Context: an optimization exercise on an open-source flow, tuned for small area, a short achievable clock period and few clock cycles per item. The choices shown serve that exercise and are no tape-out recipe.
The RTL was checked by simulation tests, not by an equivalence proof against the original design.
Power is estimated from default activity; no workload was simulated.

--- flow/design.v ---
package tksl_pkg;
    localparam logic [1:0] CMD_OFFER = 2'd0;
    localparam logic [1:0] CMD_READ  = 2'd1;
    localparam logic [1:0] CMD_CLEAR = 2'd2;
    localparam logic       REG_CAPACITY = 1'b0;
    localparam logic [4:0] CAP_RESET    = 5'd16;
    function automatic logic f_ge(input logic [31:0] a, input logic [31:0] b);
        logic [31:0] g0, p0;
        logic [15:0] g1, p1;
        logic [7:0]  g2, p2;
        logic [3:0]  g3, p3;
        logic [1:0]  g4, p4;
        logic [31:0] x, y;
        x = {~a[31], a[30:0]};
        y = {~b[31], b[30:0]};
        for (int i = 0; i < 32; i++) begin
            g0[i] = x[i] & ~y[i];
            p0[i] = x[i] | ~y[i];
        end
        for (int i = 0; i < 16; i++) begin
            g1[i] = g0[2*i+1] | (p0[2*i+1] & g0[2*i]);
            p1[i] = p0[2*i+1] & p0[2*i];
        end
        for (int i = 0; i < 8; i++) begin
            g2[i] = g1[2*i+1] | (p1[2*i+1] & g1[2*i]);
            p2[i] = p1[2*i+1] & p1[2*i];
        end
        for (int i = 0; i < 4; i++) begin
            g3[i] = g2[2*i+1] | (p2[2*i+1] & g2[2*i]);
            p3[i] = p2[2*i+1] & p2[2*i];
        end
        for (int i = 0; i < 2; i++) begin
            g4[i] = g3[2*i+1] | (p3[2*i+1] & g3[2*i]);
            p4[i] = p3[2*i+1] & p3[2*i];
        end
        f_ge = g4[1] | (p4[1] & (g4[0] | p4[0]));
    endfunction
endpackage
module tksl_cell (
    input  logic        i_clk,
    input  logic        i_we,
    input  logic [15:0] i_wid,
    input  logic [31:0] i_wscore,
    input  logic [31:0] i_cscore,
    output logic [15:0] o_id,
    output logic [31:0] o_score,
    output logic        o_ge
);
    logic [15:0] r_id;
    logic [31:0] r_score;
    assign o_ge    = tksl_pkg::f_ge(r_score, i_cscore);
    assign o_id    = r_id;
    assign o_score = r_score;
    always_ff @(posedge i_clk) begin
        if (i_we) begin
            r_id    <= i_wid;
            r_score <= i_wscore;
        end
    end
endmodule
module top_k_score_list #(
    parameter int LIST_DEPTH = 16
) (
    input  logic        i_clk,
    input  logic        i_rst_n,
    input  logic        i_req_valid,
    output logic        i_req_ready,
    input  logic [1:0]  i_req_cmd,
    input  logic [15:0] i_req_hit_id,
    input  logic [31:0] i_req_hit_score,
    input  logic [3:0]  i_req_read_pos,
    output logic        o_rsp_valid,
    input  logic        o_rsp_ready,
    output logic        o_rsp_placed,
    output logic [3:0]  o_rsp_place_pos,
    output logic        o_rsp_dropped_valid,
    output logic [15:0] o_rsp_dropped_id,
    output logic [31:0] o_rsp_dropped_score,
    output logic        o_rsp_read_valid,
    output logic [15:0] o_rsp_read_id,
    output logic [31:0] o_rsp_read_score,
    output logic [4:0]  o_rsp_fill_count,
    input  logic        psel,
    input  logic        penable,
    input  logic        pwrite,
    input  logic [2:0]  paddr,
    input  logic [31:0] pwdata,
    output logic [31:0] prdata,
    output logic        pready
);
    localparam int D  = 16;
    localparam int RW = 60;    
    localparam int OW = 108;   
    function automatic logic [4:0] f_eff_cap(input logic [4:0] cap);
        logic [4:0] res;
        if (cap == 5'd0) begin
            res = 5'd1;
        end else if (cap > 5'd16) begin
            res = 5'd16;
        end else begin
            res = cap;
        end
        f_eff_cap = res;
    endfunction
    logic [4:0] r_capacity;
    logic [4:0] r_eff_cap;
    logic       r_pready;
    logic [4:0] r_prdata;
    logic       w_cfg_wr;
    logic [4:0] w_new_cap;
    assign pready    = r_pready;
    assign prdata    = {27'd0, r_prdata};
    assign w_cfg_wr  = psel && penable && r_pready && pwrite && (paddr[2] == tksl_pkg::REG_CAPACITY);
    assign w_new_cap = f_eff_cap(pwdata[4:0]);
    always_ff @(posedge i_clk) begin
        if (!i_rst_n) begin
            r_pready <= 1'b0;
        end else begin
            r_pready <= psel && penable && !r_pready;
        end
        r_prdata <= (paddr[2] == tksl_pkg::REG_CAPACITY) ? r_capacity : 5'd0;
    end
    logic        r_skid_v;
    logic        w_adv;
    logic        w_acc;
    logic        r1_v;
    logic [1:0]  r1_cmd;
    logic [15:0] r1_id;
    logic [31:0] r1_score;
    logic [3:0]  r1_pos;
    logic [D-1:0] r1_ge;       
    logic        r1_ge_p1;     
    logic        r1_ge_p2;     
    logic        r2_v;
    logic [15:0] r2_id;
    logic [31:0] r2_score;
    logic [D-1:0] r2_wsel;     
    logic [D-1:0] r2_rsel;     
    logic        r2_placed;
    logic [3:0]  r2_pos;
    logic        r2_dropped;
    logic        r2_read;
    logic [4:0]  r2_fill;
    logic [D-1:0] r3_wsel;     
    logic [4*D-1:0]   r_ptr;     
    logic [4:0]       r_count;
    logic             r_full;    
    logic [3:0]       r_end;     
    logic [3:0]       r_x;       
    logic [D-1:0]     w_slot_we;
    logic [16*D-1:0]  w_slot_id;
    logic [32*D-1:0]  w_slot_score;
    logic [D-1:0]     w_slot_ge;
    assign w_adv       = !r_skid_v;
    assign i_req_ready = w_adv;
    assign w_acc       = i_req_valid && w_adv && i_rst_n;
    for (genvar g = 0; g < D; g++) begin : g_slot
        assign w_slot_we[g] = w_adv && r2_wsel[g];
        tksl_cell u_cell (
            .i_clk    (i_clk),
            .i_we     (w_slot_we[g]),
            .i_wid    (r2_id),
            .i_wscore (r2_score),
            .i_cscore (i_req_hit_score),
            .o_id     (w_slot_id[g*16 +: 16]),
            .o_score  (w_slot_score[g*32 +: 32]),
            .o_ge     (w_slot_ge[g])
        );
    end
    logic w_ge_p1;
    logic w_ge_p2;
    assign w_ge_p1 = tksl_pkg::f_ge(r1_score, i_req_hit_score);
    assign w_ge_p2 = tksl_pkg::f_ge(r2_score, i_req_hit_score);
    logic [D-1:0] w_ge_eff;    
    logic [D-1:0] w_gep;       
    logic [D-1:0] w_front;     
    logic [D-1:0] w_inrange;   
    logic [D-1:0] w_wsel;
    logic [D-1:0] w_rdsel;
    logic [D-1:0] w_x_dec;
    logic [D-1:0] w_rd_dec;
    logic         w_offer;
    logic         w_read;
    logic         w_clear;
    logic         w_any_lt;
    logic         w_placed;
    logic         w_dropped;
    logic         w_rd_valid;
    logic         w_at_end;    
    logic [3:0]   w_ppos;
    logic [3:0]   w_rd_slot;
    logic [4*D-1:0] w_ptr_n;
    assign w_offer = r1_v && (r1_cmd == tksl_pkg::CMD_OFFER);
    assign w_read  = r1_v && (r1_cmd == tksl_pkg::CMD_READ);
    assign w_clear = r1_v && (r1_cmd == tksl_pkg::CMD_CLEAR);
    assign w_rd_slot = r_ptr[4*r1_pos +: 4];
    always_comb begin
        for (int i = 0; i < D; i++) begin
            w_ge_eff[i] = r2_wsel[i] ? r1_ge_p1 : (r3_wsel[i] ? r1_ge_p2 : r1_ge[i]);
            w_x_dec[i]  = r_x == 4'(i);
            w_rd_dec[i] = w_rd_slot == 4'(i);
        end
        for (int k = 0; k < D; k++) begin
            w_gep[k]     = (5'(k) < r_count) && w_ge_eff[r_ptr[4*k +: 4]];
            w_inrange[k] = 4'(k) <= r_end;
        end
        w_front[0] = !w_gep[0];
        for (int k = 1; k < D; k++) begin
            w_front[k] = w_gep[k-1] && !w_gep[k];
        end
        w_ppos = 4'd0;
        for (int k = 0; k < D; k++) begin
            w_ppos = w_ppos | (w_front[k] ? 4'(k) : 4'd0);
        end
    end
    assign w_any_lt   = |(w_x_dec & ~w_ge_eff);
    assign w_placed   = w_offer && (!r_full || w_any_lt);
    assign w_dropped  = w_offer && r_full && w_any_lt;
    assign w_rd_valid = w_read && ({1'b0, r1_pos} < r_count);
    assign w_wsel     = w_placed ? w_x_dec : '0;
    assign w_rdsel    = w_rd_valid ? w_rd_dec : (w_dropped ? w_x_dec : '0);
    assign w_at_end   = |(w_front & ~(w_inrange >> 1));
    always_comb begin
        w_ptr_n[3:0] = (w_offer && w_front[0]) ? r_x : r_ptr[3:0];
        for (int k = 1; k < D; k++) begin
            if (w_offer && w_inrange[k] && !w_gep[k-1]) begin
                w_ptr_n[4*k +: 4] = r_ptr[4*(k-1) +: 4];
            end else if (w_offer && w_inrange[k] && w_front[k]) begin
                w_ptr_n[4*k +: 4] = r_x;
            end else begin
                w_ptr_n[4*k +: 4] = r_ptr[4*k +: 4];
            end
        end
    end
    logic [4:0] w_count_n;
    logic       w_full_n;
    logic [3:0] w_end_n;
    logic [3:0] w_x_n;
    logic       w_grow;        
    logic       w_inc_full;    
    logic [4:0] w_apb_count;
    logic       w_apb_full;
    logic [3:0] w_apb_end;
    logic [3:0] w_esel;        
    logic [3:0] w_x_pick;
    assign w_grow      = w_offer && !r_full;
    assign w_inc_full  = (r_count + 5'd1) >= r_eff_cap;
    assign w_apb_count = (r_count > w_new_cap) ? w_new_cap : r_count;
    assign w_apb_full  = w_apb_count >= w_new_cap;
    assign w_apb_end   = w_apb_full ? (w_apb_count[3:0] - 4'd1) : w_apb_count[3:0];
    always_comb begin
        if (w_cfg_wr) begin
            w_esel = w_apb_end;
        end else if (w_clear) begin
            w_esel = 4'd0;
        end else if (w_grow && !w_inc_full) begin
            w_esel = r_end + 4'd1;
        end else begin
            w_esel = r_end - 4'd1;
        end
    end
    assign w_x_pick = r_ptr[4*w_esel +: 4];
    always_comb begin
        w_count_n = r_count;
        w_full_n  = r_full;
        w_end_n   = r_end;
        w_x_n     = r_x;
        if (w_clear) begin
            w_count_n = 5'd0;
            w_full_n  = 1'b0;
            w_end_n   = 4'd0;
            w_x_n     = w_x_pick;
        end else if (w_grow) begin
            w_count_n = r_count + 5'd1;
            w_full_n  = w_inc_full;
            if (!w_inc_full) begin
                w_end_n = r_end + 4'd1;
                w_x_n   = w_x_pick;
            end else if (!w_at_end) begin
                w_x_n   = w_x_pick;
            end
        end else if (w_placed && !w_at_end) begin
            w_x_n     = w_x_pick;
        end
    end
    logic [47:0]   w_rd_ent;
    logic [RW-1:0] w_res;
    always_comb begin
        w_rd_ent = '0;
        for (int i = 0; i < D; i++) begin
            w_rd_ent = w_rd_ent | ({48{r2_rsel[i]}} & {w_slot_id[i*16 +: 16], w_slot_score[i*32 +: 32]});
        end
    end
    assign w_res = {r2_placed, r2_pos, r2_dropped, r2_read, r2_fill, w_rd_ent};
    logic          r_out_v;
    logic [OW-1:0] r_out;
    logic [RW-1:0] r_skid;
    logic [RW-1:0] w_res_o;
    logic [OW-1:0] w_out_n;
    logic          w_take;
    logic          w_new;
    assign w_take = r_out_v && o_rsp_ready;
    assign w_new  = w_adv && r2_v;
    always_ff @(posedge i_clk) begin
        if (!i_rst_n) begin
            r_out_v  <= 1'b0;
            r_skid_v <= 1'b0;
        end else if (r_skid_v) begin
            if (w_take) begin
                r_skid_v <= 1'b0;
            end
        end else if (w_new) begin
            if (r_out_v && !o_rsp_ready) begin
                r_skid_v <= 1'b1;
            end else begin
                r_out_v <= 1'b1;
            end
        end else if (w_take) begin
            r_out_v <= 1'b0;
        end
    end
    assign w_res_o = r_skid_v ? r_skid : w_res;
    assign w_out_n = {w_res_o[59:48],
                      w_res_o[54] ? w_res_o[47:0] : 48'd0,
                      w_res_o[53] ? w_res_o[47:0] : 48'd0};
    always_ff @(posedge i_clk) begin
        if (r_skid_v ? o_rsp_ready : (!r_out_v || o_rsp_ready)) begin
            r_out <= w_out_n;
        end
        if (!r_skid_v) begin
            r_skid <= w_res;
        end
    end
    assign o_rsp_valid         = r_out_v;
    assign o_rsp_placed        = r_out[107];
    assign o_rsp_place_pos     = r_out[106:103];
    assign o_rsp_dropped_valid = r_out[102];
    assign o_rsp_read_valid    = r_out[101];
    assign o_rsp_fill_count    = r_out[100:96];
    assign o_rsp_dropped_id    = r_out[95:80];
    assign o_rsp_dropped_score = r_out[79:48];
    assign o_rsp_read_id       = r_out[47:32];
    assign o_rsp_read_score    = r_out[31:0];
    always_ff @(posedge i_clk) begin
        if (!i_rst_n) begin
            r1_v <= 1'b0;
            r2_v <= 1'b0;
        end else if (w_adv) begin
            r1_v <= w_acc;
            r2_v <= r1_v;
        end
    end
    always_ff @(posedge i_clk) begin
        if (w_adv) begin
            r1_cmd   <= i_req_cmd;
            r1_id    <= i_req_hit_id;
            r1_score <= i_req_hit_score;
            r1_pos   <= i_req_read_pos;
            r1_ge    <= w_slot_ge;
            r1_ge_p1 <= w_ge_p1;
            r1_ge_p2 <= w_ge_p2;
            r2_id      <= r1_id;
            r2_score   <= r1_score;
            r2_wsel    <= w_wsel;
            r2_rsel    <= w_rdsel;
            r2_placed  <= w_placed;
            r2_pos     <= w_placed ? w_ppos : 4'd0;
            r2_dropped <= w_dropped;
            r2_read    <= w_rd_valid;
            r2_fill    <= w_count_n;
            r3_wsel    <= r2_wsel;
        end
    end
    always_ff @(posedge i_clk) begin
        if (!i_rst_n) begin
            r_capacity <= tksl_pkg::CAP_RESET;
            r_eff_cap  <= 5'd16;
            r_count    <= 5'd0;
            r_full     <= 1'b0;
            r_end      <= 4'd0;
            r_x        <= 4'd0;
            for (int k = 0; k < D; k++) begin
                r_ptr[4*k +: 4] <= 4'(k);
            end
        end else if (w_cfg_wr) begin
            r_capacity <= pwdata[4:0];
            r_eff_cap  <= w_new_cap;
            r_count    <= w_apb_count;
            r_full     <= w_apb_full;
            r_end      <= w_apb_end;
            r_x        <= w_x_pick;
        end else if (w_adv) begin
            r_count <= w_count_n;
            r_full  <= w_full_n;
            r_end   <= w_end_n;
            r_x     <= w_x_n;
            r_ptr   <= w_ptr_n;
        end
    end
endmodule
--- flow/run.sh ---
#!/bin/bash
# synth_recipe.tcl (not shown) runs the flow's synth.tcl, then flattens the netlist and writes it again
# the make line also repeats each setting of config.mk as NAME=value (left out here)
make -C /OpenROAD-flow-scripts/flow DESIGN_CONFIG=/design/flow/config.mk WORK_HOME=/design/flow/orfs CLKGATE_MAP_FILE= SYNTH_SCRIPT=/design/flow/synth_recipe.tcl finish
--- flow/config.mk ---
export PLATFORM = sky130hd
export DESIGN_NAME = top_k_score_list
export DESIGN_NICKNAME = top_k_score_list
export VERILOG_FILES = /design/flow/design.v
export SDC_FILE = /design/flow/constraint.sdc
export NUM_CORES = 4
export LEC_CHECK = 0
export CAP_MARGIN = 20
export CORE_MARGIN = 2
export CORE_UTILIZATION = 40
export PLACE_DENSITY = 0.6
export SETUP_SLACK_MARGIN = 3.5
export SLEW_MARGIN = 20
--- flow/constraint.sdc ---
create_clock -name core_clock -period 6.0 [get_ports {i_clk}]
set_input_delay 1.2000 -clock core_clock [delete_from_list [all_inputs] [get_ports {i_clk}]]
set_output_delay 1.2000 -clock core_clock [all_outputs]
set_load 0.01 [all_outputs]
==> impl_metrics.yaml <==
setup_path:
  worst_setup_path_start_kind: "input pin"
  max_stage_delay_ps: 460
  cp.arrival_ps: 4870
  path_max_fanout: 6
  cp-end-kind: "register"
  critPathTopFamily: "simple AND/OR/NAND/NOR gates"
  crit_chain: "buf_6 -> nor3_2 -> nor2_1 -> nor2_2 -> ha_4 -> nand2b_4 -> a21oi_4 -> o31ai_4 -> buf_6 -> mux2i_2 -> ha_1 -> nand2b_4 -> a21o_1 -> a21oi_2 -> o21ai_4 -> or3_4 -> and2_4 -> buf_12 -> o21ai_0 -> mux2i_1 -> a211oi_2 -> o41ai_2"
  cp_num_cells: 22
  worstPathRequired_ps: 6650
  path_buf_inv: 3
  slowest_stage: "or3_4"
  crit_type: "in -> reg"
  reg2reg_slack_ps: 1890
  reg2regPathDepth: 19
cells_and_area:
  fin_cells: 7248
  syn_to_final_growth_pct: 27.0
  utilization: 0.510
  fin_nets: 5353
  final_layout_size_suffix_gt1_frac: 0.291
  design_area_sq_mm: 0.0730
yosys:
  ys_warn_count: 2
  yosysSeqAreaShare: 0.607
  ys_async_sr_fraction: 0
  syn_area_per_cell_sq_um: 12.2
  syn_area_sq_mm: 0.0575
  ys.flop_type: "edfxtp_1"
  synth-seq-cells: 1214
  synthTopCellsByArea: "edfxtp_1 (55%), dfxtp_1 (5.5%), a22oi_1 (3.5%)"
  synth_top_area_cell: "edfxtp_1"
  synth_top_area_frac: 0.552
  netlist-cell-type-count: 93
  synth-edff-count: 1056
  syn_inst: 4712
route:
  firstDrtPassIters: 10
  via_per_inst: 6.46
  drt-total-wl_mm: 222
  drtAntennaViolNets: 0
  vias: 46800
  wl_per_cell_um: 30.6
  first_iter_violations: 6703
  drc_errors: 0
placement:
  hpwlAfterDp_mm: 134
  numPortBuffers: 182
  dp_slack_ps: 182
  dp_cells: 6623
  place_area_sq_mm: 0.0621
  place.gp.congestion: 0.979
global_route:
  groute.layer.met3.usage: 0.0663
  grt_pass1_wl_mm: 314
  grt_usage: 0.292
  grt_start_max_net_pins: 97
  grt_pass1_vias: 44500
  antenna_found_initial: 6
  use_met1: 0.380
  grt_overflow: 0
  grt_busiest_layer: "met2"
  grt_util_met2: 0.451
clock_network:
  clk_path_buf_depth: 3
  root_buffer: "clkbuf_16"
  cts.clk_slew.worst_paths_ps: 50
  numCtsBuffers: 134
  h-tree-depth: 4
  cts_tree: "built"
  cts_sinks: 1214
  clk_latency_ps: 800
power:
  peakVddDrop_v: 0.000222
  power.leakage_nw: 26.0
  finalPower_mw: 20.1
  cellPowerDensity_mw_per_mm2: 275
timing:
  tightest_slew_ps: 1140
  hold_viol_final: 0
  final-max-slew-violation-count: 0
  max_freq_ghz: 0.237
  finalSetupViolCount: 0
  setup_slack_ps: 1780
  relSlewSlack: 0.235
  finalCriticalPeriod_ps: 4220
  whs_ps: 414
  finalSetupTns_ps: 0
  post-route-period-util: 0.703
  rsz0062_at_grt: "true"
  skew_ps: 56.7
floorplanning:
  die_area_sq_mm: 0.147
  fp.coreArea_sq_mm: 0.143
  placement_rows: 139
  initial_core_util: 0.402
  die_y_um: 383
  die_w_um: 383
  io_pins: 239
run:
  cap_violations: 0
hold_path:
  hold_depth: 1
  hold_path_class: "reg -> reg"
outcome:
  status: "complete, no violations"
==> cells in the mapped netlist (20+ instances only) <==
| library cell | number |
|---|---|
| nand3_1 | 61 |
| clkbuf_1 | 274 |
| buf_1 | 47 |
| nand2_1 | 221 |
| a221oi_1 | 99 |
| buf_4 | 28 |
| a211oi_1 | 58 |
| o221ai_1 | 52 |
| a222oi_1 | 42 |
| ha_1 | 24 |
| o21a_1 | 27 |
| a22oi_1 | 269 |
| edfxtp_1 | 1056 |
| or3_1 | 43 |
| o21ai_0 | 221 |
| nor3_1 | 56 |
| a22o_1 | 98 |
| nor2_1 | 299 |
| o211ai_1 | 41 |
| nand2b_1 | 104 |
| dfxtp_1 | 158 |
| a21oi_1 | 207 |
| nor2b_1 | 78 |
| inv_1 | 283 |
| o2111ai_1 | 29 |
| nand4_1 | 55 |
| and3_1 | 34 |
| o22ai_1 | 133 |
| mux2_2 | 22 |
| maj3_1 | 130 |
| a21o_1 | 25 |
| mux2i_1 | 78 |
| a311oi_1 | 20 |
| mux4_2 | 69 |
==> logic make-up (layout without fill, tap and decap cells) <==
| family | count (synthesis) | after routing | share of synthesized area |
|---|---|---|---|
| compound gates | 1496 | 1499 | 0.187 |
| xor+xnor | 13 | 13 | 0.00198 |
| fa+ha+maj | 154 | 154 | 0.0279 |
| buf+inv | 650 | 1245 | 0.0449 |
| flops | 1214 | 1214 | 0.607 |
| mux | 170 | 170 | 0.0453 |
| other cells | 1 | 31 | 0.0000653 |
| simple gates | 1014 | 1019 | 0.0865 |
==> flip-flops by register name, indices dropped and copies added, names as in the netlist, 32 cells and up <==
signal / flops
g_slot.u_cell.r_score: 512
g_slot.u_cell.r_id: 256
r_out: 108
r_ptr: 64
r_skid: 60
r1_score: 32
r2_score: 32
==> final cells by class <==
type                    count  area, sq um
well taps                1903         2380
diodes                      4         10.0
inverters                 293         1260
clock buffers             162         3500
repair buffers            703         6310
repair inverters            5         37.5
multi-input cells        2882        23600
fillers                 12200        70200
clock inverters            82          933
flip-flops and latches   1214        34900
==> worst paths after layout <==
| check | startpoint | endpoint |
|---|---|---|
| setup / recovery | pwdata[3] | r_x[3] |
| hold / removal | r_pready | r_pready |
| setup reg to reg | r_count[0] | r_x[3] |
| hold reg to reg | r_pready | r_pready |
==> cells in the final DEF (no fill, tap or decap), types with 35 or more instances in the layout <==
cell and instances:
buf_12 40, buf_6 119, o22ai_1 112, a222oi_1 42
dfxtp_1 154, inv_1 254, o21ai_0 131, mux2i_1 57
nor2_1 266, nor3_1 35, maj3_2 60, mux4_2 69
o21ai_2 44, buf_4 355, maj3_1 70, a221oi_1 86
nor2b_1 56, buf_2 120, a21oi_1 171, nand2_1 204
a22o_1 97, nand3_1 55, nand4_1 55, clkbuf_16 135
a22oi_1 258, o211ai_1 41, edfxtp_1 1056, nand2b_1 95
==> power by group <==
| part | total, mW | switching [mW] | internal, mW |
|---|---|---|---|
| sequential | 9.57 | 0.206 | 9.37 |
| combinational | 2.14 | 1.25 | 0.894 |
| clock | 8.37 | 3.62 | 4.75 |
==> what timing repair did <==
action	CTS	global route
endpoints found under the setup margin	379	645
gates cloned	18	1
resized for setup	1288	252
setup buffers	289	69
hold buffers	0	0
pin swaps	275	179
==> routing by layer <==
layer  share of wire  routed length (um)  up-vias
li1                -                   -    19600
met1            0.37               83000    23300
met2            0.45               99900     3165
met3            0.11               23800      733
met4           0.068               15100       10
met5         0.00050                 112        -
Testbench counts, summed over its fixed seeds: cycles 24,024, items 24,000.

==> static timing again, ports no longer ideal <==
In the flow no input, the clock included, has a driving cell. The finished layout below was timed again as built, in two steps. Step 1 (the two cells are an assumption about what drives the block):
set clk [get_ports {i_clk}]
set_driving_cell -lib_cell sky130_fd_sc_hd__clkbuf_16 $clk
set_driving_cell -lib_cell sky130_fd_sc_hd__buf_2 [delete_from_list [all_inputs] $clk]
Step 2, shift: input delay + t, output delay - t, t = (earliest + latest rising clock arrival at the registers) / 2. This alone moves slack from input paths to output paths. Slacks: ideal / step 1 / step 2; pairs: ideal / step 1.
t, ns: 0.859
setup WS [ns]: 1.782 / 1.835 / 0.977
worst setup path at the end: input to register
worst register clock-pin slew, ns: 0.07 / 0.07
After both steps this run still meets setup and hold. The setup slack of this run moves by +0.053 ns with the drivers and by -0.805 ns with both steps.
